This design comes from an exercise in tuning for small area, a short achievable clock period and few clock cycles on the open sky130 flow, not from production work.
Only simulation tests tie the RTL to the original design; equivalence was not proved.
Power figures rest on the tool's default switching activity, not on a simulated workload.

== lane 2 ==
==> flow/design.v (excerpt) <==
module pooling_unit #(
  parameter  int IL       = 4,
  parameter  int FL       = 16,
  parameter  int CHANNELS = 4,
  parameter  int MAX_LEN  = 16,
  localparam int LEN_W    = pooling_pkg::len_width(MAX_LEN),
  localparam int ACC_W    = pooling_pkg::acc_width(IL, FL, MAX_LEN),
  localparam int DW       = IL + FL
) (
  input  logic                 clk,
  input  logic                 rst,
  input  logic                 start,
  input  logic                 mode,
  input  logic [LEN_W-1:0]     len_cfg,
  input  logic [CHANNELS*DW-1:0] in_data,
  input  logic                 in_valid,
  output logic                 in_ready,
  output logic [CHANNELS*DW-1:0] out_data,
  output logic                 out_valid,
  input  logic                 out_ready,
  output logic                 busy
);
  localparam int SW     = DW + 4;                
  localparam int LO     = 12;                    
  ...
Size: roughly 130 flip-flops, ~170 I/O pins, about 0.018 mm^2 of cells after synthesis.
clock: 6.0 ns
lec_check: 0
cap_margin: 20
core_margin: 2
core_utilization: 40
setup_slack_margin: 2.7
slew_margin: 20
standard.sh (not shown) runs the stock make flow with config.mk's settings and CLKGATE_MAP_FILE= SYNTH_SCRIPT=/design/flow/synth_recipe.tcl, a recipe that flattens the netlist after the stock synthesis.
==> flow/flow/run.sh <==
#!/bin/bash
# The standard layout, with the port buffers made of plain buffers
# (sky130_fd_sc_hd__buf_2) instead of the delay cells buffer_ports picks.
set -euo pipefail
export BUFFER_PORTS_ARGS="-buffer_cell sky130_fd_sc_hd__buf_2"
bash standard.sh > standard.log 2>&1
Testbench counts of lane 2, summed over its fixed seeds: cycles 12,707.
Inputs modified between lane 2 and lane 4:
--- a/flow/design.v
+++ b/flow/design.v
@@ -19,18 +19,17 @@
 module pool_divider #(
   parameter int NSTEP = 1
 ) (
   input  logic [3:0]         r_in,
   input  logic [2*NSTEP-1:0] d_in,
   input  logic [5:0]         n1,
   input  logic [5:0]         n3,
   output logic [3:0]         r_out,
-  output logic [2*NSTEP-1:0] q_out,
-  output logic               r_top
+  output logic [2*NSTEP-1:0] q_out
 );
   logic [3:0] r [NSTEP+1];
   logic [5:0] z [NSTEP];
   logic [6:0] s1 [NSTEP];
   logic [5:0] s2 [NSTEP];
   logic [6:0] s3 [NSTEP];
   logic       c1 [NSTEP];
   logic       c2 [NSTEP];
@@ -47,18 +46,16 @@
       c3[i] = s3[i][6];
       q_out[2*NSTEP-1-2*i -: 2] = {c2[i], c3[i] | (c1[i] & !c2[i])};
       if (c3[i])      r[i+1] = s3[i][3:0];
       else if (c2[i]) r[i+1] = {s2[i][2:0], z[i][0]};
       else if (c1[i]) r[i+1] = s1[i][3:0];
       else            r[i+1] = z[i][3:0];
     end
     r_out = r[NSTEP];
-    r_top = (s1[NSTEP-1][5:0] == 6'h3f) || ({s2[NSTEP-1][4:0], z[NSTEP-1][0]} == 6'h3f)
-         || (s3[NSTEP-1][5:0] == 6'h3f) || (z[NSTEP-1] == {~n1[3:0], 2'b11});
   end
 endmodule
 module pooling_unit #(
   parameter  int IL       = 4,
   parameter  int FL       = 16,
   parameter  int CHANNELS = 4,
   parameter  int MAX_LEN  = 16,
   localparam int LEN_W    = pooling_pkg::len_width(MAX_LEN),
@@ -88,24 +85,25 @@
   logic [3:0]       lm1_q;                       
   logic [5:0]       n1_q, n3_q;                  
   logic [3:0]       cnt_q;
   logic [LEN_W-1:0] len_clamped;
   logic             start_ok, beat, last_beat, last_div;
   logic [SW-1:0]         acc_q  [CHANNELS];
   logic                  cy_q   [CHANNELS];    
   logic                  neg_q  [CHANNELS];
+  logic                  neg    [CHANNELS];
   logic [3:0]            r_in   [CHANNELS];
   logic [DW-1:0]         x      [CHANNELS];
   logic [LO:0]           sum_lo [CHANNELS];
   logic [SW-LO-1:0]      sum_hi [CHANNELS];
   logic [DW-1:0]         xg     [CHANNELS];
   logic [DW-1:0]         q_new  [CHANNELS];
+  logic                  cl_q   [CHANNELS];    
   logic                  cor    [CHANNELS];
-  logic                  r_top  [CHANNELS];
   logic                  gt     [CHANNELS];
   logic [2*NSTEP-1:0]    d_in   [CHANNELS];
   logic [3:0]            r_nxt  [CHANNELS];
   logic [2*NSTEP-1:0]    q_nxt  [CHANNELS];
   assign in_ready  = st_acc;
   assign out_valid = st_out;
   assign busy      = st_busy;
   always_comb begin
@@ -114,57 +112,59 @@
     beat        = in_valid && st_acc;
     last_beat   = beat && (cnt_q == '0);
     last_div    = st_div && (cnt_q == '0);
   end
   for (genvar g = 0; g < CHANNELS; g++) begin : g_lane
     always_comb begin
       x[g]      = in_data[g*DW +: DW];
       xg[g]     = x[g] & {DW{st_acc}};
-      sum_lo[g] = {1'b0, acc_q[g][LO-1:0]} + (st_cor ? (LO+1)'(neg_q[g]) : {1'b0, x[g][LO-1:0]});
+      sum_lo[g] = {1'b0, acc_q[g][LO-1:0]} + (st_cor ? (LO+1)'(cl_q[g]) : {1'b0, x[g][LO-1:0]});
       sum_hi[g] = acc_q[g][SW-1:LO] + {{(SW-DW){xg[g][DW-1]}}, xg[g][DW-1:LO]}
                 + (SW-LO)'(cy_q[g]);
-      q_new[g]  = {acc_q[g][DW-2*NSTEP-1:0], q_nxt[g] ^ {(2*NSTEP){neg_q[g]}}};
-      cor[g]    = neg_q[g] && !r_top[g];
+      q_new[g]  = {acc_q[g][DW-2*NSTEP-1:0], q_nxt[g] ^ {(2*NSTEP){neg[g]}}};
+      cor[g]    = neg_q[g] && (r_nxt[g] != lm1_q);
       gt[g]     = {~x[g][DW-1], x[g][DW-2:0]} > {~acc_q[g][DW-1], acc_q[g][DW-2:0]};
-      d_in[g]   = acc_q[g][DW-1 -: 2*NSTEP] ^ {(2*NSTEP){neg_q[g]}};
+      neg[g]    = st_first ? acc_q[g][SW-1] : neg_q[g];
+      d_in[g]   = acc_q[g][DW-1 -: 2*NSTEP] ^ {(2*NSTEP){neg[g]}};
       r_in[g]   = acc_q[g][SW-1:DW] ^ {(SW-DW){st_first && acc_q[g][SW-1]}};
     end
     pool_divider #(
       .NSTEP(NSTEP)
     ) u_div (
       .r_in (r_in[g]),
       .d_in (d_in[g]),
       .n1   (n1_q),
       .n3   (n3_q),
       .r_out(r_nxt[g]),
-      .q_out(q_nxt[g]),
-      .r_top(r_top[g])
+      .q_out(q_nxt[g])
     );
     always_ff @(posedge clk) begin
       if (start_ok) begin
         acc_q[g] <= '0;
         acc_q[g][DW-1] <= mode && (len_clamped != '0);
         cy_q[g]  <= 1'b0;
+        cl_q[g]  <= 1'b0;
       end else if (beat) begin
         if (!mode_q) begin
           acc_q[g] <= {sum_hi[g], sum_lo[g][LO-1:0]};
           cy_q[g]  <= sum_lo[g][LO];
         end else if (gt[g]) begin
           acc_q[g][DW-1:0] <= x[g];
         end
       end else if (st_fix) begin
         acc_q[g][SW-1:LO] <= sum_hi[g];
-        neg_q[g] <= sum_hi[g][SW-LO-1];
       end else if (st_div) begin
         acc_q[g] <= {r_nxt[g], q_new[g]};
-        if (last_div) neg_q[g] <= cor[g];
+        neg_q[g] <= neg[g];
+        cl_q[g]  <= cor[g];
         cy_q[g]  <= cor[g] && (&q_new[g][LO-1:0]);
       end else if (st_cor) begin
         acc_q[g][DW-1:0] <= {sum_hi[g][DW-LO-1:0], sum_lo[g][LO-1:0]};
+        cl_q[g]  <= 1'b0;
       end
     end
     assign out_data[g*DW +: DW] = acc_q[g][DW-1:0];
   end
   always_ff @(posedge clk) begin
     if (rst) begin
       st_acc  <= 1'b0;
       st_fix  <= 1'b0;
==> results.txt <==
- The lower fraction of area in clock buffers and inverters of lane 4 and lane 2 is in lane 2.
- Clock power, lane 4 and lane 2: larger value in lane 4
- What lane 2 reported for instance area at placement has to be multiplied by 0.947 to get the figure for lane 4.
- Re switching part of the total: lane 2 was higher than lane 4.
- Lane 4 against lane 2; routed length on met1 is down by a little under 10%.
Testbench counts of lane 4, summed over its fixed seeds: cycles 12,707.

[what the ideal ports hide]
The flow's constraints put no driver on any port. The routed layouts listed below were extracted and timed again, unchanged, in two steps. Step 1 sets driving cells, clkbuf_16 on the clock port and buf_2 on the other inputs (assumed; they add their load-dependent delay and slew). Step 2, shift: input delay + t, output delay - t, t = (earliest + latest rising clock arrival at the registers) / 2. This alone moves slack from input paths to output paths. Three values: ideal ports, drivers, drivers and shift; two values: the first two.
run | t (ns) | setup WS [ns] | worst register clock-pin slew, ns
lane 2 | 0.494 | 2.676 / 2.666 / 2.172 | 0.06 / 0.06
lane 4 | 0.506 | 2.405 / 2.405 / 2.285 | 0.07 / 0.07
After both steps setup and hold are still met in every run listed. For lane 2, which loses most, drivers alone change the setup slack by -0.010 ns; drivers and shift together by -0.504 ns.
